From an optimization exercise on the open Yosys and OpenROAD flow, aimed at small area and a short achievable clock period; shortcuts taken in it are not production practice. RTL that was checked went through simulation tests only; none was proved equivalent to the original. Function not checked in runs 1 and 2: the RTL went through the layout flow alone. No activity file was given, so power comes from the tool's default toggle rates.

`flow/run.sh`:
```
#!/bin/bash
set -euo pipefail
bash standard.sh synth > synth.log 2>&1
bash standard.sh finish MATCH_CELL_FOOTPRINT=0 "BUFFER_PORTS_ARGS=-buffer_cell sky130_fd_sc_hd__buf_2" > layout.log 2>&1
for f in orfs/logs/*/muxbus_responder_top/base/*.log; do cp "$f" "orfs_$(basename "$f")"; done
```
`standard.sh`:
```
#!/bin/bash
# synth_recipe.tcl (not shown) runs the flow's synth.tcl, then flattens the netlist and writes it again
# the make line also repeats each setting of config.mk as NAME=value (left out here)
make -C /OpenROAD-flow-scripts/flow DESIGN_CONFIG=/design/flow/config.mk WORK_HOME=/design/flow/orfs CLKGATE_MAP_FILE= SYNTH_SCRIPT=/design/flow/synth_recipe.tcl "${@:-finish}"
```
`config.mk`:
```
export PLATFORM = sky130hd
export DESIGN_NAME = muxbus_responder_top
export DESIGN_NICKNAME = muxbus_responder_top
export VERILOG_FILES = /design/flow/design.v
export SDC_FILE = /design/flow/constraint.sdc
export NUM_CORES = 4
export LEC_CHECK = 0
export CAP_MARGIN = 20
export CORE_MARGIN = 2
export CORE_UTILIZATION = 55
export CTS_CLUSTER_DIAMETER = 60
export CTS_CLUSTER_SIZE = 20
export PLACE_DENSITY = 0.65
export SETUP_SLACK_MARGIN = 2.4
export SLEW_MARGIN = 20
export SYNTH_HIERARCHICAL = 1
```
`constraint.sdc`:
```
create_clock -name core_clock -period 5.0 [get_ports {clk}]
set_input_delay 1.0000 -clock core_clock [delete_from_list [all_inputs] [get_ports {clk}]]
set_output_delay 1.0000 -clock core_clock [all_outputs]
set_load 0.01 [all_outputs]
```
`design.v`:
```
package muxbus_responder_pkg;
  typedef enum logic [1:0] {
    S_IDLE = 2'd0,
    S_LO   = 2'd1,
    S_HI   = 2'd2,
    S_DATA = 2'd3
  } state_t;
  localparam logic [7:0] OE_WRITE = 8'hFF;
  localparam logic [7:0] OE_READ  = 8'h00;
  function automatic logic in_window(input logic [15:0] addr,
                                     input logic [15:0] base,
                                     input int unsigned aw);
    in_window = ((addr >> aw) == (base >> aw));
  endfunction
endpackage
module muxbus_ram #(
  parameter int AW = 8
) (
  input  logic          clk,
  input  logic [AW-1:0] addr,
  input  logic          we,
  input  logic [7:0]    wdata,
  output logic [7:0]    rdata
);
  logic [7:0]   mem [256];
  logic [31:0]  lsel_n_q, lsel_n_b_q;
  logic [31:0]  lsel;
  logic [7:0]   hsel_n_q, hsel_n_b_q, hwe_n, hwe;
  logic [255:0] row_we, row_keep;
  logic [7:0]   grp_n_q [8];
  muxbus_adec u_dec_a (.clk(clk), .addr(addr), .lsel_n_q(lsel_n_q),   .hsel_n_q(hsel_n_q));
  muxbus_adec u_dec_b (.clk(clk), .addr(addr), .lsel_n_q(lsel_n_b_q), .hsel_n_q(hsel_n_b_q));
  assign hwe_n = ~({8{we}} & ~hsel_n_q);
  assign hwe   = {8{we}} & ~hsel_n_q;
  assign lsel  = ~lsel_n_q;
  for (genvar r = 0; r < 256; r++) begin : g_row
    logic [7:0] d;
    muxbus_nor2  u_we   (.a(lsel_n_q[r % 32]), .b(hwe_n[r / 32]), .y(row_we[r]));
    muxbus_nand2 u_keep (.a(lsel[r % 32]),     .b(hwe[r / 32]),   .y(row_keep[r]));
    for (genvar b = 0; b < 8; b++) begin : g_cell
      muxbus_a22o u_d (.a1(mem[r][b]), .a2(row_keep[r]), .b1(wdata[b]), .b2(row_we[r]), .x(d[b]));
    end
    always_ff @(posedge clk) mem[r] <= d;
  end
  for (genvar b = 0; b < 8; b++) begin : g_bit
    logic [7:0] grp_n;
    for (genvar j = 0; j < 8; j++) begin : g_grp
      logic [31:0] col;
      for (genvar i = 0; i < 32; i++) begin : g_col
        assign col[i] = mem[32*j+i][b];
      end
      if (b < 4) begin : g_a
        muxbus_rdgrp u_grp (.m(col), .sel_n(lsel_n_q), .gsel_n(hsel_n_q[j]), .y_n(grp_n[j]));
      end else begin : g_b
        muxbus_rdgrp u_grp (.m(col), .sel_n(lsel_n_b_q), .gsel_n(hsel_n_b_q[j]), .y_n(grp_n[j]));
      end
    end
    always_ff @(posedge clk) grp_n_q[b] <= grp_n;
    assign rdata[b] = ~|grp_n_q[b];
  end
endmodule
module muxbus_rdgrp (input logic [31:0] m, input logic [31:0] sel_n,
                     input logic gsel_n, output logic y_n);
  logic [15:0] pair_n;
  logic [3:0]  quad;
  always_comb begin
    for (int k = 0; k < 16; k++)
      pair_n[k] = ~((m[2*k] | sel_n[2*k]) & (m[2*k+1] | sel_n[2*k+1]));
    for (int q = 0; q < 4; q++)
      quad[q] = ~(pair_n[4*q] | pair_n[4*q+1] | pair_n[4*q+2] | pair_n[4*q+3]);
    y_n = ~((&quad) | gsel_n);
  end
endmodule
module muxbus_nor2 (input logic a, b, output logic y);
  assign y = ~(a | b);
endmodule
module muxbus_nand2 (input logic a, b, output logic y);
  assign y = ~(a & b);
endmodule
module muxbus_a22o (input logic a1, a2, b1, b2, output logic x);
  assign x = (a1 & a2) | (b1 & b2);
endmodule
module muxbus_adec (input logic clk, input logic [7:0] addr,
                    output logic [31:0] lsel_n_q, output logic [7:0] hsel_n_q);
  always_ff @(posedge clk) begin
    for (int i = 0; i < 32; i++) lsel_n_q[i] <= (addr[4:0] != 5'(i));
    for (int j = 0; j < 8; j++)  hsel_n_q[j] <= (addr[7:5] != 3'(j));
  end
endmodule
module muxbus_responder #(
  parameter int         MEM_AW    = 8,
  parameter logic [15:0] BASE     = 16'h0000,
  parameter logic [7:0] MISS_DATA = 8'hEA
) (
  input  logic             clk,
  input  logic             rst_n,
  input  logic             phi,
  input  logic [7:0]       addr_mux,
  input  logic [7:0]       bus_in,
  input  logic [7:0]       bus_oe_in,
  output logic [7:0]       data_out,
  output logic             data_oe,
  output logic             phase_err,
  output logic [15:0]      rd_count,
  output logic [15:0]      wr_count
);
  muxbus_responder_pkg::state_t state_q, state_d;
  logic              phi_q, fall, rise;
  logic              lo_done_q, is_wr_q, hit_q, phase_err_q, rd_data_q;
  logic              wr_pend_q;
  logic [MEM_AW-1:0] addr_lo_q;
  logic [7:0]        wdata_q, data_out_q, ram_rdata;
  logic              latch_lo, latch_hi, cycle_done, err_set;
  assign fall = phi_q & ~phi;
  assign rise = ~phi_q & phi;
  always_comb begin
    state_d    = state_q;
    latch_lo   = 1'b0;
    latch_hi   = 1'b0;
    cycle_done = 1'b0;
    err_set    = 1'b0;
    case (state_q)
      muxbus_responder_pkg::S_IDLE: if (fall) state_d = muxbus_responder_pkg::S_LO;
      muxbus_responder_pkg::S_LO: begin
        if (rise) begin
          if (!lo_done_q) begin
            err_set = 1'b1;
            state_d = muxbus_responder_pkg::S_IDLE;
          end else begin
            state_d = muxbus_responder_pkg::S_HI;
          end
        end else if (!lo_done_q) begin
          latch_lo = 1'b1;
        end
      end
      muxbus_responder_pkg::S_HI: begin
        if (fall) begin
          err_set = 1'b1;
          state_d = muxbus_responder_pkg::S_LO;
        end else begin
          latch_hi = 1'b1;
          state_d  = muxbus_responder_pkg::S_DATA;
        end
      end
      muxbus_responder_pkg::S_DATA: begin
        if (fall) begin
          cycle_done = 1'b1;
          state_d    = muxbus_responder_pkg::S_LO;
        end
      end
      default: state_d = muxbus_responder_pkg::S_IDLE;
    endcase
  end
  always_ff @(posedge clk or negedge rst_n) begin
    if (!rst_n) begin
      state_q     <= muxbus_responder_pkg::S_IDLE;
      phi_q       <= 1'b0;
      rd_data_q   <= 1'b0;
      phase_err_q <= 1'b0;
    end else begin
      state_q   <= state_d;
      phi_q     <= phi;
      rd_data_q <= (state_d == muxbus_responder_pkg::S_DATA) & ~is_wr_q;
      if (err_set) phase_err_q <= 1'b1;
    end
  end
  always_ff @(posedge clk) begin
    if (state_q != muxbus_responder_pkg::S_LO) lo_done_q <= 1'b0;
    else if (latch_lo)                         lo_done_q <= 1'b1;
    if (latch_lo) begin
      addr_lo_q <= MEM_AW'(addr_mux);
      is_wr_q   <= (bus_oe_in == muxbus_responder_pkg::OE_WRITE);
    end
    if (latch_hi) begin
      wdata_q <= bus_in;
      hit_q   <= muxbus_responder_pkg::in_window({addr_mux, 8'h00}, BASE, MEM_AW);
    end
    wr_pend_q  <= cycle_done & is_wr_q & hit_q;
    data_out_q <= hit_q ? ram_rdata : MISS_DATA;
  end
  muxbus_ram #(.AW(MEM_AW)) u_ram (
    .clk   (clk),
    .addr  (addr_lo_q),
    .we    (wr_pend_q),
    .wdata (wdata_q),
    .rdata (ram_rdata)
  );
  assign data_out  = data_out_q;
  assign data_oe   = rd_data_q & phi;
  assign phase_err = phase_err_q;
  logic [15:0] rd_cnt_q, wr_cnt_q;
  always_ff @(posedge clk or negedge rst_n) begin
    if (!rst_n) begin
      rd_cnt_q <= '0;
      wr_cnt_q <= '0;
    end else if (cycle_done) begin
      if (is_wr_q) wr_cnt_q <= wr_cnt_q + 16'd1;
      else         rd_cnt_q <= rd_cnt_q + 16'd1;
    end
  end
  assign rd_count = rd_cnt_q;
  assign wr_count = wr_cnt_q;
endmodule
module muxbus_responder_top (
  input  logic        clk,
  input  logic        rst_n,
  input  logic        phi,
  input  logic [7:0]  addr_mux,
  input  logic [7:0]  bus_in,
  input  logic [7:0]  bus_oe_in,
  output logic [7:0]  data_out,
  output logic        data_oe,
  output logic        phase_err,
  output logic [15:0] rd_count,
  output logic [15:0] wr_count
);
  muxbus_responder #(
    .MEM_AW    (8),
    .BASE      (16'h0000),
    .MISS_DATA (8'hEA)
  ) u_resp (
    .clk       (clk),
    .rst_n     (rst_n),
    .phi       (phi),
    .addr_mux  (addr_mux),
    .bus_in    (bus_in),
    .bus_oe_in (bus_oe_in),
    .data_out  (data_out),
    .data_oe   (data_oe),
    .phase_err (phase_err),
    .rd_count  (rd_count),
    .wr_count  (wr_count)
  );
endmodule
```
==> out/metrics.yaml, run 1 <==
route:
  drtIter0Drc: 10240
  ant_nets: 0
  viasPerCell: 7.441
  drtPass1Iterations: 8
  drc: 0
  wl_um: 300300
  via_count: 65710
  routedWlPerCell_um: 34.01
finish:
  final-seq-area_mm2: 0.04561
  drive_above_1_share: 0.1068
  multiInputGateArea_mm2: 0.03113
  fillers: 11170
  areaGrowthSynthToFinish_pct: 13.85
  fin_area_mm2: 0.08641
  layout.nets: 6966
  final_cells: 8831
worst_setup_path:
  path_class: "register to register"
  startpoint: "u_resp.wr_pend_q"
  startpoint_type: "register"
  cp_num_buf_inv: 2
  cp_top_family: "simple AND/OR/NAND/NOR gates"
  cpMaxStageDelayCell: "dfxtp_2"
  crit_required_ps: 5680
  r2r-start: "u_resp.wr_pend_q"
  crit_path_cell_trace: "nand2b_2 > clkinv_1 > buf_4 > nand2_1 > a22o_1"
  arrival_ps: 3380
  path_max_fanout: 18
  end_kind: "register"
  slowest_delay_ps: 690
pwr:
  p_leak_nw: 34.04
  power.density_mw_per_mm2: 439.2
  p_total_mw: 37.95
  ir_worst_vdd_mv: 0.3407
grt:
  grt_pass1_vias: 60360
  grt_pass1_wl_um: 429700
  grt_overflow: 0
  grtUsageTotal: 0.4092
  grt_max_degree: 154
  antenna_found_initial: 30
logic_synthesis:
  synthCells: 6480
  synth_top_family_by_area: "compound AO/OA/AOI/OAI gates"
  yosys.area.top_type: "dfxtp_1"
  synth_edf_count: 18
  avgSynthCellArea_um2: 11.71
  synthSimpleGateAreaFrac: 0.06364
  ys_seq_elements: 2257
  synthMuxAreaShare: 0.0002803
  synth_common_cells: "dfxtp_1, a22o_1, o22ai_1"
  ys_warn_count: 14
  synth.most_common_cell: "dfxtp_1"
  ys_top_cells_by_area: "dfxtp_1, a22o_1, o22ai_1"
  synth_async_sr_flop_share: 0.01639
  synth_fa_ha_area_frac: 0.0009892
  syn_area_mm2: 0.07590
  synth_fp_nets: 6513
  ys_seq_area_frac: 0.6002
  post_synth_num_cell_types: 45
  synth_compound_gate_area_share: 0.3286
  synth_top_area_share: 0.5808
  synth_xor_area_frac: 0.003462
  synth_flop_cell: "dfxtp_1"
timing:
  fin_ws_ps: 2303
  worst_pin_slew_ps: 1219
  final.min_clock_period_ps: 2697
  rsz0062_at_grt: "yes"
  fmax_mhz: 370.8
  post-route-period-util: 0.5394
  slew_violations: 0
  slew-limit-headroom: 0.1801
  setup_viol: 0
  setup-tns-final_ps: 0
  hold_viol_final: 0
  skew_ps: 33.10
floorplanning:
  die_area_mm2: 0.1410
  die_h_um: 375.5
  design.core.area_mm2: 0.1372
  rows: 136
  pin_count: 69
  start_util: 0.5534
  die_w_um: 375.5
placement:
  place_congestion: 1.044
  place_area_mm2: 0.08132
  place_hpwl_um: 195500
  dp_cells: 8578
  dp_slack_ps: 2109
  io_buffers: 68
cts:
  root_buffer: "clkbuf_16"
  cts_tree: "built"
  insertion_delay_ps: 820
  cts_buffers: 147
  cts.path.max_buffers: 3
  clock-sinks: 2257
  postCtsSetupRepairBufs: 0
  clk_pin_slew_ps: 80
  htreeDepth: 4
flow_run:
  maxCapViolations: 0
worst_hold_path:
  hp-class: "input pin to async pin"
status:
  status: "complete, no violations"
[layout make-up]
| type | instances | share of cell area |
|---|---|---|
| Sequential cell | 2257 | 0.5279 |
| Multi-Input combinational cell | 4170 | 0.3603 |
| Clock buffer | 185 | 0.04842 |
| Timing Repair Buffer | 312 | 0.02718 |
| Tap cell | 1794 | 0.02598 |
| Clock inverter | 56 | 0.007892 |
| Inverter | 45 | 0.001955 |
| Antenna cell | 12 | 0.0003475 |
[placed cells by master (no fill, tap or decap), drive strengths merged, types with 12 or more instances in the layout]
cell type / count
o22ai: 1025
inv: 53
nor2: 276
a22o: 2048
or4: 18
nand2: 340
a41oi: 64
buf: 302
diode: 12
clkinv: 29
nand2b: 14
dfxtp: 2202
clkbuf: 195
nor4: 260
dfrtp: 37
xnor2: 19
edfxtp: 18
[what timing repair did]
action                                  4_1_cts  5_1_grt
hold buffers                                  0        0
endpoints found under the setup margin      992       64
pin swaps                                     0        0
resized for setup                            10       26
[cell families (layout without fill, tap and decap cells)]
| logic type | count (synthesis) | in the layout |
|---|---|---|
| AOI/OAI and AO/OA | 3142 | 3142 |
| DFF | 2257 | 2257 |
| and+or+nand+nor | 990 | 990 |
| buffers and inverters | 53 | 598 |
| xor gates and xnor gates | 30 | 30 |
| adders and majority gates | 6 | 6 |
| muxes | 2 | 2 |
| other | 0 | 12 |
[report_power, final]
part | internal (mW) | switching [mW]
Combinational | 1.77 | 4.32
Clock | 6.53 | 6.46
Sequential | 18.3 | 0.607
[Yosys stat by module (local to each module, per instance), a selection]
module	flops+latches	area, um^2	cells inside	copies in the design
muxbus_adec	40	1101	96	2
muxbus_nor2	0	3.754	1	256
muxbus_nand2	0	3.754	1	256
muxbus_rdgrp	0	133.9	21	64
muxbus_a22o	0	8.758	1	2048
[routing by layer]
layer / GRT usage / wire length (um)
met2: 0.5780 / 123900
met1: 0.5655 / 120500
met3: 0.1216 / 38300
met5: 0 / 219
met4: 0.2098 / 17370
[worst paths after layout]
path	end	slack, ps	cells after the start
min in group core_clock	u_resp.wdata_q[3]	370	1
hold reg to reg	u_resp.rd_cnt_q[15]	470	1
setup / recovery	u_resp.u_ram.mem[239][0]	2300	5
setup reg to reg	u_resp.u_ram.mem[239][0]	2300	5
hold / removal	u_resp.wr_cnt_q[14]	290	1
max in group asynchronous	u_resp.wr_cnt_q[4]	4190	1
[through the flow]
stage,hold WS [ps],utilization
floorplan,439.8,-
global placement,458.5,0.5888
detailed placement,459.8,0.5929
CTS,273.7,0.6288
global route,349.6,0.6298
finish,289.9,0.6300
[flip-flops by register name, indices dropped and copies added, names as in the netlist]
register / count
u_resp.u_ram.mem: 2048
u_resp.hit_q: 1
u_resp.is_wr_q: 1
u_resp.u_ram.u_dec_a.hsel_n_q: 8
u_resp.wdata_q: 8
u_resp.phase_err_q: 1
u_resp.phi_q: 1
u_resp.lo_done_q: 1
u_resp.wr_cnt_q: 16
u_resp.rd_cnt_q: 16
u_resp.u_ram.grp_n_q: 64
u_resp.u_ram.u_dec_a.lsel_n_q: 32
u_resp.rd_data_q: 1
u_resp.wr_pend_q: 1
u_resp.u_ram.u_dec_b.hsel_n_q: 8
u_resp.state_q: 2
u_resp.data_out_q: 8
u_resp.addr_lo_q: 8
u_resp.u_ram.u_dec_b.lsel_n_q: 32
==> run 2: changes to the inputs <==
--- a/design.v
+++ b/design.v
@@ -24,18 +24,17 @@
 );
   logic [7:0]   mem [256];
-  logic [31:0]  lsel_n_q, lsel_n_b_q;
-  logic [31:0]  lsel;
-  logic [7:0]   hsel_n_q, hsel_n_b_q, hwe_n, hwe;
+  logic [31:0]  lsel_n_q;
+  logic [7:0]   hsel_n_q, hwe_n;
   logic [255:0] row_we, row_keep;
-  logic [7:0]   grp_n_q [8];
-  muxbus_adec u_dec_a (.clk(clk), .addr(addr), .lsel_n_q(lsel_n_q),   .hsel_n_q(hsel_n_q));
-  muxbus_adec u_dec_b (.clk(clk), .addr(addr), .lsel_n_q(lsel_n_b_q), .hsel_n_q(hsel_n_b_q));
+  logic [7:0]   grp_q [8];
+  always_ff @(posedge clk) begin
+    for (int i = 0; i < 32; i++) lsel_n_q[i] <= (addr[4:0] != 5'(i));
+    for (int j = 0; j < 8; j++)  hsel_n_q[j] <= (addr[7:5] != 3'(j));
+  end
   assign hwe_n = ~({8{we}} & ~hsel_n_q);
-  assign hwe   = {8{we}} & ~hsel_n_q;
-  assign lsel  = ~lsel_n_q;
   for (genvar r = 0; r < 256; r++) begin : g_row
     logic [7:0] d;
     muxbus_nor2  u_we   (.a(lsel_n_q[r % 32]), .b(hwe_n[r / 32]), .y(row_we[r]));
-    muxbus_nand2 u_keep (.a(lsel[r % 32]),     .b(hwe[r / 32]),   .y(row_keep[r]));
+    muxbus_inv   u_keep (.a(row_we[r]), .y(row_keep[r]));
     for (genvar b = 0; b < 8; b++) begin : g_cell
       muxbus_a22o u_d (.a1(mem[r][b]), .a2(row_keep[r]), .b1(wdata[b]), .b2(row_we[r]), .x(d[b]));
@@ -44,5 +43,5 @@
   end
   for (genvar b = 0; b < 8; b++) begin : g_bit
-    logic [7:0] grp_n;
+    logic [7:0] grp;
     for (genvar j = 0; j < 8; j++) begin : g_grp
       logic [31:0] col;
@@ -50,41 +49,45 @@
         assign col[i] = mem[32*j+i][b];
       end
-      if (b < 4) begin : g_a
-        muxbus_rdgrp u_grp (.m(col), .sel_n(lsel_n_q), .gsel_n(hsel_n_q[j]), .y_n(grp_n[j]));
-      end else begin : g_b
-        muxbus_rdgrp u_grp (.m(col), .sel_n(lsel_n_b_q), .gsel_n(hsel_n_b_q[j]), .y_n(grp_n[j]));
-      end
-    end
-    always_ff @(posedge clk) grp_n_q[b] <= grp_n;
-    assign rdata[b] = ~|grp_n_q[b];
+      muxbus_rdgrp u_grp (.m(col), .sel_n(lsel_n_q), .gsel_n(hsel_n_q[j]), .y(grp[j]));
+    end
+    always_ff @(posedge clk) grp_q[b] <= grp;
+    assign rdata[b] = &grp_q[b];
   end
 endmodule
 module muxbus_rdgrp (input logic [31:0] m, input logic [31:0] sel_n,
-                     input logic gsel_n, output logic y_n);
-  logic [15:0] pair_n;
-  logic [3:0]  quad;
-  always_comb begin
-    for (int k = 0; k < 16; k++)
-      pair_n[k] = ~((m[2*k] | sel_n[2*k]) & (m[2*k+1] | sel_n[2*k+1]));
-    for (int q = 0; q < 4; q++)
-      quad[q] = ~(pair_n[4*q] | pair_n[4*q+1] | pair_n[4*q+2] | pair_n[4*q+3]);
-    y_n = ~((&quad) | gsel_n);
-  end
+                     input logic gsel_n, output logic y);
+  logic [15:0] pair_n;    
+  logic [7:0]  quad;      
+  logic [1:0]  half_n;    
+  for (genvar k = 0; k < 16; k++) begin : g_pair
+    muxbus_o22ai u_pair (.a1(m[2*k]), .a2(sel_n[2*k]), .b1(m[2*k+1]), .b2(sel_n[2*k+1]),
+                         .y(pair_n[k]));
+  end
+  for (genvar q = 0; q < 8; q++) begin : g_quad
+    muxbus_nor2 u_quad (.a(pair_n[2*q]), .b(pair_n[2*q+1]), .y(quad[q]));
+  end
+  for (genvar h = 0; h < 2; h++) begin : g_half
+    muxbus_nand4 u_half (.a(quad[4*h]), .b(quad[4*h+1]), .c(quad[4*h+2]), .d(quad[4*h+3]),
+                         .y(half_n[h]));
+  end
+  muxbus_o21bai u_out (.a1(half_n[0]), .a2(half_n[1]), .b1_n(gsel_n), .y(y));
 endmodule
 module muxbus_nor2 (input logic a, b, output logic y);
   assign y = ~(a | b);
 endmodule
-module muxbus_nand2 (input logic a, b, output logic y);
-  assign y = ~(a & b);
+module muxbus_inv (input logic a, output logic y);
+  assign y = ~a;
 endmodule
 module muxbus_a22o (input logic a1, a2, b1, b2, output logic x);
   assign x = (a1 & a2) | (b1 & b2);
 endmodule
-module muxbus_adec (input logic clk, input logic [7:0] addr,
-                    output logic [31:0] lsel_n_q, output logic [7:0] hsel_n_q);
-  always_ff @(posedge clk) begin
-    for (int i = 0; i < 32; i++) lsel_n_q[i] <= (addr[4:0] != 5'(i));
-    for (int j = 0; j < 8; j++)  hsel_n_q[j] <= (addr[7:5] != 3'(j));
-  end
+module muxbus_o22ai (input logic a1, a2, b1, b2, output logic y);
+  assign y = ~((a1 | a2) & (b1 | b2));
+endmodule
+module muxbus_nand4 (input logic a, b, c, d, output logic y);
+  assign y = ~(a & b & c & d);
+endmodule
+module muxbus_o21bai (input logic a1, a2, b1_n, output logic y);
+  assign y = ~((a1 | a2) & ~b1_n);
 endmodule
 module muxbus_responder #(
--- a/config.mk
+++ b/config.mk
@@ -9,8 +9,8 @@
 export CORE_MARGIN = 2
 export CORE_UTILIZATION = 55
-export CTS_CLUSTER_DIAMETER = 60
-export CTS_CLUSTER_SIZE = 20
+export CTS_CLUSTER_DIAMETER = 80
+export CTS_CLUSTER_SIZE = 26
 export PLACE_DENSITY = 0.65
-export SETUP_SLACK_MARGIN = 2.4
+export SETUP_SLACK_MARGIN = 2.7
 export SLEW_MARGIN = 20
 export SYNTH_HIERARCHICAL = 1
==> run 2 against run 1 <==
  * Sequential cell count down 40
  * Largest power group unchanged
  * Maximum frequency up 11%
  * Via count down 8.0%
  * Utilization down 1.9 points
  * First-iteration DRC count down 38%
  * Highest routed layer unchanged
  * Still clean
  * Clock skew down 8.2 ps
  * Sequential share of layout area up 0.85 points
  * Synthesized area down 0.31%
==> out/metrics.yaml, run 2 <==
status:
  status: "complete, no violations"  # unchanged
placement:
  place_congestion: 0.8724  # was 1.044
  place_hpwl_um: 136900  # was 195,500 um
  dp_cells: 8650  # was 8,578
  dp_slack_ps: 1944  # was 2109 ps
  io_buffers: 68  # unchanged
finish:
  largest_register_ffs: 2048  # unchanged
  multiInputGateArea_mm2: 0.03042  # was 0.03113 mm^2
  fillers: 11320  # was 11,170
  layout_commonest_cell: "dfxtp_1"  # unchanged
  areaGrowthSynthToFinish_pct: 10.54  # was 13.85%
  top_regs: "u_resp.u_ram.mem x2048, u_resp.u_ram.grp_q x64, u_resp.u_ram.lsel_n_q x32"  # was u_resp.u_ram.mem x2048, u_resp.u_ram.grp_n_q x64
  final_cells: 8858  # was 8,831
  mostFrequentLayoutCells: "dfxtp_1, a22o_1, o22ai_1, nor2_1, inv_1"  # was dfxtp_1, a22o_1, o22ai_1, nand2_1, nor2_1
  regMostFlops: "u_resp.u_ram.mem"  # unchanged
  layout.nets: 7048  # was 6,966
  antenna_cells: 0  # was 12
  drive_above_1_share: 0.07942  # was 0.1068
  final-seq-area_mm2: 0.04486  # was 0.04561 mm^2
  final_util: 0.6105  # was 0.6300
timing:
  worst_pin_slew_ps: 1098  # was 1219 ps
  hold_viol_final: 0  # unchanged
  rsz0062_at_grt: "yes"  # unchanged
  fin_ws_ps: 2563  # was 2303 ps
  final.min_clock_period_ps: 2437  # was 2697 ps
  setup_viol: 0  # unchanged
  skew_ps: 24.93  # was 33.10 ps
  fmax_mhz: 410.3  # was 370.8 MHz
  setup-tns-final_ps: 0  # unchanged
  slew_violations: 0  # unchanged
  post-route-period-util: 0.4875  # was 0.5394
  slew-limit-headroom: 0.2682  # was 0.1801
floorplanning:
  rows: 136  # unchanged
  die_w_um: 374.9  # was 375.5 um
  start_util: 0.5523  # was 0.5534
  die_h_um: 374.9  # was 375.5 um
  pin_count: 69  # unchanged
  die_area_mm2: 0.1405  # was 0.1410 mm^2
  design.core.area_mm2: 0.1370  # was 0.1372 mm^2
pwr:
  p_sw_mw: 9.383  # was 11.39 mW
  ir_worst_vdd_mv: 0.3245  # was 0.3407 mV
  p_leak_nw: 32.79  # was 34.04 nW
  power.density_mw_per_mm2: 394.8  # was 439.2 mW/mm^2
  p_int_mw: 23.64  # was 26.56 mW
  p_seq_frac: 0.556  # was 0.497
  swShare: 0.2842  # was 0.3001
  pwr-share-clk: 0.311  # was 0.342
  p_comb_frac: 0.133  # was 0.161
  p_total_mw: 33.02  # was 37.95 mW
logic_synthesis:
  synth_top_area_share: 0.5721  # was 0.5808
  synth_edf_count: 18  # unchanged
  yosys.area.top_type: "dfxtp_1"  # unchanged
  synth_flop_cell: "dfxtp_1"  # unchanged
  synthCells: 6728  # was 6,480
  synth_async_sr_flop_share: 0.01669  # was 0.01639
  ys_seq_elements: 2217  # was 2,257
  synth_common_cells: "dfxtp_1, a22o_1, o22ai_1"  # unchanged
  ys_top_cells_by_area: "dfxtp_1, a22o_1, o22ai_1"  # unchanged
  ys_seq_area_frac: 0.5914  # was 0.6002
  ys_warn_count: 12  # was 14
  avgSynthCellArea_um2: 11.25  # was 11.71 um^2
  syn_area_mm2: 0.07566  # was 0.07590 mm^2
  synth.most_common_cell: "dfxtp_1"  # unchanged
  synth_fp_nets: 6761  # was 6,513
  post_synth_num_cell_types: 43  # was 45
route:
  routedWlPerCell_um: 26.31  # was 34.01 um
  via_count: 60430  # was 65,710
  wl_um: 233000  # was 300,300 um
  drtIter0Drc: 6344  # was 10,240
  viasPerCell: 6.822  # was 7.441
  drc: 0  # unchanged
  drtPass1Iterations: 5  # was 8
  ant_nets: 0  # unchanged
worst_setup_path:
  end_kind: "register"  # unchanged
  path_max_fanout: 32  # was 18
  reg2regPathDepth: 4  # was 5
  reg2reg_to: "u_resp.u_ram.mem[225][5]"  # was u_resp.u_ram.mem[239][0]
  r2r_setup_slack_ps: 2560  # was 2300 ps
  crit_path_cell_trace: "nand2b_4 > nor2_1 > inv_1 > a22o_1"  # was nand2b_2 > clkinv_1 > buf_4 > nand2_1 > a22o_1
  arrival_ps: 3080  # was 3380 ps
  r2r-start: "u_resp.wr_pend_q"  # unchanged
  path_class: "register to register"  # unchanged
  slowest_delay_ps: 650  # was 690 ps
  startpoint_type: "register"  # unchanged
  crit_required_ps: 5640  # was 5680 ps
  cpMaxStageDelayCell: "nor2_1"  # was dfxtp_2
cts:
  cts_buffers: 103  # was 147
  htreeDepth: 3  # was 4
  root_buffer: "clkbuf_16"  # unchanged
  insertion_delay_ps: 760  # was 820 ps
  cts_tree: "built"  # unchanged
  cts.path.max_buffers: 3  # unchanged
  clock-sinks: 2217  # was 2,257
  clk_pin_slew_ps: 100  # was 80 ps
  ctsHoldBuffers: 0  # unchanged
grt:
  grt_pass1_vias: 56740  # was 60,360
  antenna_found_initial: 6  # was 30
  grt_max_degree: 161  # was 154
  grt_overflow: 0  # unchanged
  grt_pass1_wl_um: 346300  # was 429,700 um
  grtUsageTotal: 0.3123  # was 0.4092
worst_hold_path:
  hp-class: "input pin to async pin"  # unchanged
flow_run:
  maxCapViolations: 0  # unchanged
[run 2: changes by cell type in the layout (fill, tap and decap cells not counted), sizes merged, moves of 12 or more]
cell | before | now
nor2 | 276 | 786
nand2 | 340 | 51
nor4 | 260 | 4
inv | 53 | 274
nand4 | 9 | 153
buf | 302 | 186
clkbuf | 195 | 119
a41oi | 64 | 0
o21bai | 0 | 64
dfxtp | 2202 | 2162
clkinv | 29 | 8
or4 | 18 | 2
diode | 12 | 0
[run 2: layout make-up]
class,instances,area share
multi-input combinational,4246,0.3638
clock inverter,35,0.006403
sequential,2217,0.5364
inverter,261,0.01171
clock buffer,119,0.03291
timing repair buffer,186,0.02199
tap,1794,0.02684
[run 2: Yosys stat by module (local to each module, per instance), excerpt]
module / cell area (um^2) / flip-flops and latches / cells inside / times used
muxbus_inv: 3.754 / 0 / 1 / 256
muxbus_nand4: 6.256 / 0 / 1 / 128
muxbus_o21bai: 7.507 / 0 / 1 / 64
muxbus_nor2: 3.754 / 0 / 1 / 768
muxbus_a22o: 8.758 / 0 / 1 / 2048
muxbus_o22ai: 6.256 / 0 / 1 / 1024
[run 2: what timing repair did]
| action | 4_1_cts | 5_1_grt |
|---|---|---|
| buffers inserted | 33 | 20 |
| gates cloned | 0 | 1 |
| pin swaps | 1 | 0 |
| resized for setup | 103 | 126 |
| endpoints found under the setup margin | 2134 | 1259 |
[run 2: critical path: cells and delay by family, from the launching register on]
family | cells | cell delay [ps]
AO/OA/AOI/OAI | 1 | 270
buffers and inverters | 1 | 320
flip-flops | 1 | 600
AND/OR/NAND/NOR | 2 | 1090
[run 2: power groups by stage]
stage / combinational, mW / clock (mW) / sequential (mW)
4_1_cts: 4.13 / 10.4 / 18.4
2_1_floorplan: 1.65 / 0 / 18.9
6_report: 4.40 / 10.3 / 18.4
5_1_grt: 4.54 / 11.0 / 18.4
3_3_place_gp: 4.01 / 0 / 18.8
3_5_place_dp: 4.02 / 0 / 18.8
[run 2: worst max path at each step]
stage                      start                       end  slack (ps)  cells after the start
3_5_place_dp    u_resp.wr_pend_q   u_resp.u_ram.mem[71][5]        1940                      5
4_1_cts         u_resp.rd_data_q                   data_oe        2540                      2
5_1_grt         u_resp.wr_pend_q  u_resp.u_ram.mem[233][5]        2520                      4
6_report        u_resp.wr_pend_q  u_resp.u_ram.mem[225][5]        2560                      4
2_1_floorplan  u_resp.wdata_q[0]    u_resp.u_ram.mem[0][0]         320                      1
3_3_place_gp    u_resp.wr_pend_q   u_resp.u_ram.mem[65][0]        1950                      5
[run 2: logic make-up (layout without fill, tap and decap cells)]
kind of cell,Yosys count,after routing,synth area share
adders and majority gates,6,6,0.0009922
and+or+nand+nor,1065,1066,0.06187
xor gates and xnor gates,30,30,0.003473
muxes,2,2,0.0002811
buffers and inverters,266,601,0.01338
AOI/OAI and AO/OA,3142,3142,0.3286
DFF,2217,2217,0.5914
[run 2: per-layer routing]
metal / global-route usage / vias up / part of all wire
met5: 0 / - / 0.000039
met4: 0.07745 / 2 / 0.025
met3: 0.04664 / 270 / 0.076
met2: 0.4719 / 2330 / 0.44
met1: 0.4673 / 30320 / 0.46
li1: - / 27500 / -
[run 2: stage by stage]
stage          area [um^2]  hold WS (ps)
4_1_cts              82990         316.7
3_5_place_dp         79090         458.7
3_3_place_gp         79090         453.1
5_1_grt              83630         365.4
2_1_floorplan        75660         456.5
6_report             83630         338.4
==> run 3: changes to the inputs <==
--- a/design.v
+++ b/design.v
@@ -19,4 +19,5 @@
   input  logic          clk,
   input  logic [AW-1:0] addr,
+  input  logic          ld,
   input  logic          we,
   input  logic [7:0]    wdata,
@@ -29,6 +30,8 @@
   logic [7:0]   grp_q [8];
   always_ff @(posedge clk) begin
-    for (int i = 0; i < 32; i++) lsel_n_q[i] <= (addr[4:0] != 5'(i));
-    for (int j = 0; j < 8; j++)  hsel_n_q[j] <= (addr[7:5] != 3'(j));
+    if (ld) begin
+      for (int i = 0; i < 32; i++) lsel_n_q[i] <= (addr[4:0] != 5'(i));
+      for (int j = 0; j < 8; j++)  hsel_n_q[j] <= (addr[7:5] != 3'(j));
+    end
   end
   assign hwe_n = ~({8{we}} & ~hsel_n_q);
@@ -112,5 +115,4 @@
   logic              lo_done_q, is_wr_q, hit_q, phase_err_q, rd_data_q;
   logic              wr_pend_q;
-  logic [MEM_AW-1:0] addr_lo_q;
   logic [7:0]        wdata_q, data_out_q, ram_rdata;
   logic              latch_lo, latch_hi, cycle_done, err_set;
@@ -171,8 +173,5 @@
     if (state_q != muxbus_responder_pkg::S_LO) lo_done_q <= 1'b0;
     else if (latch_lo)                         lo_done_q <= 1'b1;
-    if (latch_lo) begin
-      addr_lo_q <= MEM_AW'(addr_mux);
-      is_wr_q   <= (bus_oe_in == muxbus_responder_pkg::OE_WRITE);
-    end
+    if (latch_lo) is_wr_q <= (bus_oe_in == muxbus_responder_pkg::OE_WRITE);
     if (latch_hi) begin
       wdata_q <= bus_in;
@@ -184,5 +183,6 @@
   muxbus_ram #(.AW(MEM_AW)) u_ram (
     .clk   (clk),
-    .addr  (addr_lo_q),
+    .addr  (MEM_AW'(addr_mux)),
+    .ld    (latch_lo),
     .we    (wr_pend_q),
     .wdata (wdata_q),
==> run 3 against run 2 <==
  * Total power fell by 0.58%
  * Sequential cell count fell by 8
  * Sequential share of layout area fell by 0.32 points
  * Critical path depth did not move
  * Routed wire length fell by 0.87%
  * Clock skew rose by 4.4 ps
  * Worst hold slack improved by 6.3 ps
  * Synthesized cell count fell by 0.19%
  * Via count rose by 0.19%
==> out/metrics.yaml, run 3 <==
status:
  status: "complete, no violations"  # unchanged
timing:
  rsz0062_at_grt: "yes"  # unchanged
  hold_viol_final: 0  # unchanged
  slew-limit-headroom: 0.2603  # was 0.2682
  setup-tns-final_ps: 0  # unchanged
  final.min_clock_period_ps: 2429  # was 2437 ps
  post-route-period-util: 0.4858  # was 0.4875
  slew_violations: 0  # unchanged
  setup_viol: 0  # unchanged
  skew_ps: 29.29  # was 24.93 ps
  fmax_mhz: 411.7  # was 410.3 MHz
  worst_pin_slew_ps: 1110  # was 1098 ps
finish:
  mostFrequentLayoutCells: "dfxtp_1, a22o_1, o22ai_1, nor2_1, inv_1"  # unchanged
  regMostFlops: "u_resp.u_ram.mem"  # unchanged
  layout_commonest_cell: "dfxtp_1"  # unchanged
  areaGrowthSynthToFinish_pct: 11.17  # was 10.54%
  top_regs: "u_resp.u_ram.mem x2048, u_resp.u_ram.grp_q x64, u_resp.u_ram.lsel_n_q x32"  # unchanged
  fin_area_mm2: 0.08425  # was 0.08363 mm^2
  fillers: 11310  # was 11,320
  largest_register_ffs: 2048  # unchanged
  final_cells: 8905  # was 8,858
  drive_above_1_share: 0.09353  # was 0.07942
  layout.nets: 7090  # was 7,048
grt:
  grt_max_degree: 163  # was 161
  grt_pass1_wl_um: 347000  # was 346,300 um
  antenna_found_initial: 4  # was 6
  grt_pass1_vias: 56690  # was 56,740
  grt_overflow: 0  # unchanged
  grtUsageTotal: 0.3119  # was 0.3123
worst_setup_path:
  crit_path_cell_trace: "nand2b_4 > nor2_2 > inv_1 > a22o_1"  # was nand2b_4 > nor2_1 > inv_1 > a22o_1
  end_kind: "register"  # unchanged
  slowest_delay_ps: 590  # was 650 ps
  path_class: "register to register"  # unchanged
  startpoint_type: "register"  # unchanged
  crit_required_ps: 5640  # about the same
  path_max_fanout: 32  # unchanged
  r2r-start: "u_resp.u_ram.hsel_n_q[5]"  # was u_resp.wr_pend_q
  cpMaxStageDelayCell: "edfxtp_1"  # was nor2_1
  r2r_setup_slack_ps: 2570  # was 2560 ps
  reg2regPathDepth: 4  # unchanged
  startpoint: "u_resp.u_ram.hsel_n_q[5]"  # was u_resp.wr_pend_q
  arrival_ps: 3070  # was 3080 ps
cts:
  htreeDepth: 3  # unchanged
  cts_tree: "built"  # unchanged
  ctsHoldBuffers: 0  # unchanged
  root_buffer: "clkbuf_16"  # unchanged
  cts_buffers: 102  # was 103
  clock-sinks: 2209  # was 2,217
  clk_pin_slew_ps: 100  # about the same
  insertion_delay_ps: 760  # about the same
  cts.path.max_buffers: 3  # unchanged
logic_synthesis:
  ys_top_cells_by_area: "dfxtp_1, a22o_1, o22ai_1"  # unchanged
  ys_seq_elements: 2209  # was 2,217
  syn_area_mm2: 0.07578  # was 0.07566 mm^2
  ys_warn_count: 12  # unchanged
  synth_fp_nets: 6748  # was 6,761
  avgSynthCellArea_um2: 11.29  # was 11.25 um^2
  synthCells: 6715  # was 6,728
  synth.most_common_cell: "dfxtp_1"  # unchanged
  synth_async_sr_flop_share: 0.01675  # was 0.01669
  synth_flop_cell: "dfxtp_1"  # unchanged
  synth_common_cells: "dfxtp_1, a22o_1, o22ai_1"  # unchanged
  post_synth_num_cell_types: 42  # was 43
  yosys.area.top_type: "dfxtp_1"  # unchanged
  synth_top_area_share: 0.5606  # was 0.5721
  ys_seq_area_frac: 0.5926  # was 0.5914
  synth_edf_count: 50  # was 18
floorplanning:
  design.core.area_mm2: 0.1372  # was 0.1370 mm^2
  die_h_um: 375.2  # was 374.9 um
  die_area_mm2: 0.1408  # was 0.1405 mm^2
  die_w_um: 375.2  # was 374.9 um
  pin_count: 69  # unchanged
  start_util: 0.5526  # was 0.5523
  rows: 136  # unchanged
route:
  drtIter0Drc: 6671  # was 6,344
  via_count: 60540  # was 60,430
  drtPass1Iterations: 6  # was 5
  viasPerCell: 6.799  # was 6.822
  ant_nets: 0  # unchanged
  wl_um: 231000  # was 233,000 um
  drc: 0  # unchanged
  routedWlPerCell_um: 25.94  # was 26.31 um
pwr:
  p_leak_nw: 32.16  # was 32.79 nW
  ir_worst_vdd_mv: 0.3037  # was 0.3245 mV
  power.density_mw_per_mm2: 389.7  # was 394.8 mW/mm^2
flow_run:
  maxCapViolations: 0  # unchanged
placement:
  place_hpwl_um: 140700  # was 136,900 um
  io_buffers: 68  # unchanged
  dp_cells: 8659  # was 8,650
  place_congestion: 0.8718  # was 0.8724
  place_area_mm2: 0.07942  # was 0.07909 mm^2
worst_hold_path:
  hp-class: "input pin to async pin"  # unchanged
[run 3: cell count changes after synthesis, moves of 3 or more]
cell and change:
edfxtp_1 +32, nor3_1 -4, and2_1 -3, xnor2_1 +6
xor2_1 -6, and4_1 -3, dfxtp_1 -40
[run 3: layer usage]
layer | GRT usage | wire, um | vias up
met5 | 0 | 34 | -
li1 | - | - | 27630
met3 | 0.04017 | 15870 | 279
met2 | 0.4788 | 103700 | 2304
met1 | 0.4633 | 105700 | 30320
met4 | 0.08138 | 5689 | 6
[run 3: final cells by class]
type,count,area (um^2),share of cell area
flip-flops and latches,2209,44910,0.5331
multi-input cells,4243,30790,0.3654
clock buffers,127,2816,0.03343
well taps,1794,2245,0.02664
repair buffers,241,2176,0.02583
inverters,260,975.9,0.01158
clock inverters,30,330.3,0.003921
diodes,1,2.502,0.00002970
[run 3: logic make-up (layout without fill, tap and decap cells)]
logic type	after synthesis	count (layout)	synth area share
AO/OA/AOI/OAI	3142	3142	0.3280
XOR/XNOR	30	30	0.003467
adder cells (fa/ha/maj)	6	6	0.0009906
buffers and inverters	264	658	0.01311
flip-flops	2209	2209	0.5926
multiplexers	1	1	0.0001321
other	0	1	0
AND/OR/NAND/NOR	1063	1064	0.06168
[run 3: path summary, 6_finish.rpt]
path / endpoint
max: u_resp.u_ram.mem[180][6]
min reg2reg: u_resp.rd_cnt_q[15]
max reg2reg: u_resp.u_ram.mem[180][6]
min in group core_clock: u_resp.phi_q
min: u_resp.wr_cnt_q[11]
max in group asynchronous: u_resp.wr_cnt_q[4]
[run 3: per-stage QoR]
step / worst slack, ps / utilization / hold WS, ps / total power [mW]
finish: 2571 / 0.6143 / 344.8 / 32.83
global route: 2511 / 0.6142 / 377.7 / 33.85
CTS: 2551 / 0.6103 / 318.1 / 32.87
detailed placement: 2059 / 0.5791 / 461.1 / 23.07
global placement: 2052 / 0.5788 / 458.2 / 23.00
floorplan: 322.6 / - / 456.5 / 21.56
[run 3: worst max-delay path, delay by kind of cell, from the launching register on]
family,cells,cell delay (ps)
AOI/OAI and AO/OA,1,270
buffers and inverters,1,290
DFF,1,590
and+or+nand+nor,2,1080
[run 3: Yosys stat by module, one instance, submodules excluded, a selection]
module | flops+latches | cell area [um^2] | copies in the design | cells inside
muxbus_o22ai | 0 | 6.256 | 1024 | 1
muxbus_nor2 | 0 | 3.754 | 768 | 1
muxbus_o21bai | 0 | 7.507 | 64 | 1
muxbus_nand4 | 0 | 6.256 | 128 | 1
muxbus_inv | 0 | 3.754 | 256 | 1
muxbus_a22o | 0 | 8.758 | 2048 | 1
[run 3: timing repair]
| item | CTS | global route |
|---|---|---|
| cloned | 0 | 1 |
| gates resized for setup | 222 | 110 |
| pin swaps | 1 | 0 |
| endpoints found under the setup margin | 2068 | 1822 |
| endpoints found under the hold margin | 0 | 0 |
| setup buffers | 67 | 20 |
[run 3: power breakdown]
part | switching [mW] | internal (mW) | total [mW] | leakage (nW)
Sequential | 0.561 | 18.6 | 19.2 | 18.4
Clock | 5.75 | 4.19 | 9.94 | 1.54
Combinational | 2.29 | 1.44 | 3.73 | 12.3
==> run 4: changes to the inputs <==
--- a/config.mk
+++ b/config.mk
@@ -8,9 +8,9 @@
 export CAP_MARGIN = 20
 export CORE_MARGIN = 2
-export CORE_UTILIZATION = 55
+export CORE_UTILIZATION = 62
 export CTS_CLUSTER_DIAMETER = 80
-export CTS_CLUSTER_SIZE = 26
-export PLACE_DENSITY = 0.65
-export SETUP_SLACK_MARGIN = 2.7
+export CTS_CLUSTER_SIZE = 28
+export PLACE_DENSITY = 0.72
+export SETUP_SLACK_MARGIN = 2.75
 export SLEW_MARGIN = 20
 export SYNTH_HIERARCHICAL = 1
==> run 4 against run 3 <==
  * Register-to-register slack better by 40 ps
  * Sequential share of layout area is 0.61 points higher
  * Clock-buffer cell count is 18 lower
  * Global-route usage rose by 2.9 points
  * Clock skew fell by 1.9 ps
==> out/metrics.yaml, run 4 <==
timing:
  post-route-period-util: 0.4776  # was 0.4858
  worst_pin_slew_ps: 1028  # was 1110 ps
  slew_violations: 0  # unchanged
  setup-tns-final_ps: 0  # unchanged
  final.min_clock_period_ps: 2388  # was 2429 ps
  slew-limit-headroom: 0.3146  # was 0.2603
  hold_viol_final: 0  # unchanged
  skew_ps: 27.38  # was 29.29 ps
  setup_viol: 0  # unchanged
  rsz0062_at_grt: "yes"  # unchanged
  fmax_mhz: 418.8  # was 411.7 MHz
cts:
  root_buffer: "clkbuf_16"  # unchanged
  cts_tree: "built"  # unchanged
  cts_buffers: 93  # was 102
  cts.path.max_buffers: 3  # unchanged
  htreeDepth: 3  # unchanged
  ctsHoldBuffers: 0  # unchanged
  clk_pin_slew_ps: 110  # was 100 ps
  clock-sinks: 2209  # unchanged
  insertion_delay_ps: 730  # was 760 ps
logic_synthesis:
  synth_edf_count: 50  # unchanged
  syn_area_mm2: 0.07578  # unchanged
  ys_seq_area_frac: 0.5926  # unchanged
  synthCells: 6715  # unchanged
  synth_top_area_share: 0.5606  # unchanged
  synth_common_cells: "dfxtp_1, a22o_1, o22ai_1"  # unchanged
  synth_fp_nets: 6748  # unchanged
  post_synth_num_cell_types: 42  # unchanged
  ys_warn_count: 12  # unchanged
  ys_seq_elements: 2209  # unchanged
  ys_top_cells_by_area: "dfxtp_1, a22o_1, o22ai_1"  # unchanged
  synth_flop_cell: "dfxtp_1"  # unchanged
  synth_async_sr_flop_share: 0.01675  # unchanged
  synth.most_common_cell: "dfxtp_1"  # unchanged
  yosys.area.top_type: "dfxtp_1"  # unchanged
  avgSynthCellArea_um2: 11.29  # unchanged
finish:
  areaGrowthSynthToFinish_pct: 9.921  # was 11.17%
  mostFrequentLayoutCells: "dfxtp_1, a22o_1, o22ai_1, nor2_1, inv_1"  # unchanged
  final-seq-area_mm2: 0.04492  # was 0.04491 mm^2
  layout.nets: 7054  # was 7,090
  drive_above_1_share: 0.08773  # was 0.09353
  final_util: 0.6853  # was 0.6143
  multiInputGateArea_mm2: 0.03079  # about the same
  fin_area_mm2: 0.08330  # was 0.08425 mm^2
  top_regs: "u_resp.u_ram.mem x2048, u_resp.u_ram.grp_q x64, u_resp.u_ram.lsel_n_q x32"  # unchanged
  layout_commonest_cell: "dfxtp_1"  # unchanged
  regMostFlops: "u_resp.u_ram.mem"  # unchanged
  largest_register_ffs: 2048  # unchanged
  fillers: 9253  # was 11,310
floorplanning:
  die_h_um: 353.6  # was 375.2 um
  die_area_mm2: 0.1250  # was 0.1408 mm^2
  design.core.area_mm2: 0.1216  # was 0.1372 mm^2
  pin_count: 69  # unchanged
  rows: 128  # was 136
  die_w_um: 353.6  # was 375.2 um
  start_util: 0.6234  # was 0.5526
route:
  wl_um: 226200  # was 231,000 um
  ant_nets: 0  # unchanged
  via_count: 60930  # was 60,540
  drtIter0Drc: 7869  # was 6,671
  drtPass1Iterations: 6  # unchanged
  viasPerCell: 7.018  # was 6.799
  drc: 0  # unchanged
  routedWlPerCell_um: 26.05  # was 25.94 um
grt:
  met3_usage: 0.05814  # was 0.04017
  gr-usage-met2: 0.5155  # was 0.4788
  grtUsageTotal: 0.3412  # was 0.3119
  antenna_found_initial: 10  # was 4
  grt_pass1_wl_um: 339000  # was 347,000 um
  grt_max_degree: 157  # was 163
  gr-usage-met1: 0.5039  # was 0.4633
  grt.busiest_layer: "met2"  # unchanged
  grt_pass1_vias: 56930  # was 56,690
  grt_overflow: 0  # unchanged
worst_setup_path:
  path_max_fanout: 32  # unchanged
  arrival_ps: 3000  # was 3070 ps
  reg2reg_to: "u_resp.u_ram.mem[223][4]"  # was u_resp.u_ram.mem[180][6]
  r2r_setup_slack_ps: 2610  # was 2570 ps
  reg2regPathDepth: 4  # unchanged
  cp.depth: 4  # unchanged
  slowest_delay_ps: 650  # was 590 ps
  path_class: "register to register"  # unchanged
  cpMaxStageDelayCell: "dfxtp_4"  # was edfxtp_1
  cp_top_family: "simple AND/OR/NAND/NOR gates"  # unchanged
  crit_path_cell_trace: "nand2b_4 > nor2_2 > inv_1 > a22o_1"  # unchanged
  r2r-start: "u_resp.wr_pend_q"  # was u_resp.u_ram.hsel_n_q[5]
  crit_required_ps: 5610  # was 5640 ps
  end_kind: "register"  # unchanged
  startpoint_type: "register"  # unchanged
  startpoint: "u_resp.wr_pend_q"  # was u_resp.u_ram.hsel_n_q[5]
  cp_num_buf_inv: 1  # unchanged
  crit_path_end: "u_resp.u_ram.mem[223][4]"  # was u_resp.u_ram.mem[180][6]
placement:
  place_hpwl_um: 133700  # was 140,700 um
  io_buffers: 68  # unchanged
  place_congestion: 0.9218  # was 0.8718
  place_area_mm2: 0.07905  # was 0.07942 mm^2
pwr:
  power.density_mw_per_mm2: 384.6  # was 389.7 mW/mm^2
  p_leak_nw: 31.78  # was 32.16 nW
  ir_worst_vdd_mv: 0.3953  # was 0.3037 mV
flow_run:
  maxCapViolations: 0  # unchanged
worst_hold_path:
  hp-class: "input pin to async pin"  # unchanged
status:
  status: "complete, no violations"  # unchanged
[run 4: cell counts after synthesis]
Identical to the previous run, type by type.
[run 4: cell families after synthesis]
family / synth area share
xor+xnor: 0.003467
buf+inv: 0.01311
compound gates: 0.3280
simple gates: 0.06168
mux: 0.0001321
fa+ha+maj: 0.0009906
flops: 0.5926
[run 4: area by class of cell]
type	instances	share of cell area
clock buffer	109	0.02980
inverter	260	0.01172
tap	1625	0.02441
clock inverter	21	0.002508
sequential	2209	0.5393
multi-input combinational	4246	0.3696
timing repair buffer	211	0.02265
antenna	2	0.00006008
[run 4: modules after synthesis (local to each module, per instance), excerpt]
module	copies in the design	flip-flops and latches	cells inside	cell area, um^2
muxbus_nand4	128	0	1	6.256
muxbus_nor2	768	0	1	3.754
muxbus_a22o	2048	0	1	8.758
muxbus_inv	256	0	1	3.754
muxbus_o21bai	64	0	1	7.507
muxbus_o22ai	1024	0	1	6.256
[run 4: stage by stage]
stage	hold slack (ps)	total power [mW]	setup WS, ps	std cells
3_3_place_gp	456.5	22.94	2160	8483
3_5_place_dp	460.6	23.03	2100	8483
2_1_floorplan	456.5	21.56	322.6	6715
4_1_cts	350.6	31.97	2601	8663
5_1_grt	364.5	33.02	2595	8681
6_report	369.6	32.03	2612	8683
[run 4: timing repair]
action	4_1_cts	5_1_grt
resized for setup	250	95
setup endpoints to repair	2143	2082
cloned	0	4
hold endpoints to repair	0	0
buffers inserted	50	14
pin swaps	1	0
[run 4: how the worst min path moves through the flow]
stage / from / depth (start not counted) / to / slack (ps)
final: rst_n / 1 / u_resp.rd_cnt_q[9] / 370
after global routing: phi / 1 / u_resp.phi_q / 360
after CTS: rst_n / 1 / u_resp.rd_cnt_q[9] / 350
after detailed placement: u_resp.rd_cnt_q[15] / 1 / u_resp.rd_cnt_q[15] / 460
after global placement: u_resp.wr_cnt_q[15] / 1 / u_resp.wr_cnt_q[15] / 460
after floorplan: u_resp.u_ram.mem[101][0] / 1 / u_resp.u_ram.mem[101][0] / 460
[run 4: per-layer routing]
metal | share of wire | vias up
met5 | 0.00036 | -
met4 | 0.027 | 14
met3 | 0.092 | 372
met2 | 0.44 | 2824
met1 | 0.44 | 30220
li1 | - | 27510
[run 4: power breakdown]
part           internal (mW)  switching (mW)  total (mW)
sequential              18.6           0.582        19.2
clock                   3.66            5.50        9.16
combinational           1.43            2.27        3.69
total                   23.7            8.35        32.0

-- afterwards: timing with drivers on the ports --
How much do the figures lean on ideal ports? The routed layouts below were timed once more, with nothing changed but the port constraints. Step 1 sets driving cells, clkbuf_16 on the clock port and buf_2 on the other inputs (assumed; they add their load-dependent delay and slew). Step 2 times the ports against the registers' clock, not the clock port: input delays grow and output delays shrink by t, the midpoint of the rising clock arrivals with the driver on. Slacks: ideal ports / drivers / drivers and shift; pairs: ideal ports / drivers.
run | t (ns) | setup slack, ns | hold slack, ns | worst register clock-pin slew, ns
run 1 | 0.885 | 2.303 / 2.303 / 2.303 | 0.290 / 0.228 / 0.468 | 0.09 / 0.09
run 2 | 0.831 | 2.563 / 2.521 / 2.516 | 0.338 / 0.277 / 0.483 | 0.11 / 0.11
run 3 | 0.831 | 2.571 / 2.522 / 2.365 | 0.345 / 0.286 / 0.480 | 0.11 / 0.11
run 4 | 0.794 | 2.612 / 2.564 / 2.595 | 0.370 / 0.312 / 0.481 | 0.11 / 0.11
After both steps every run listed still meets setup and hold. The setup slack of run 3, which loses most, moves by -0.049 ns with the drivers and by -0.206 ns with both steps.
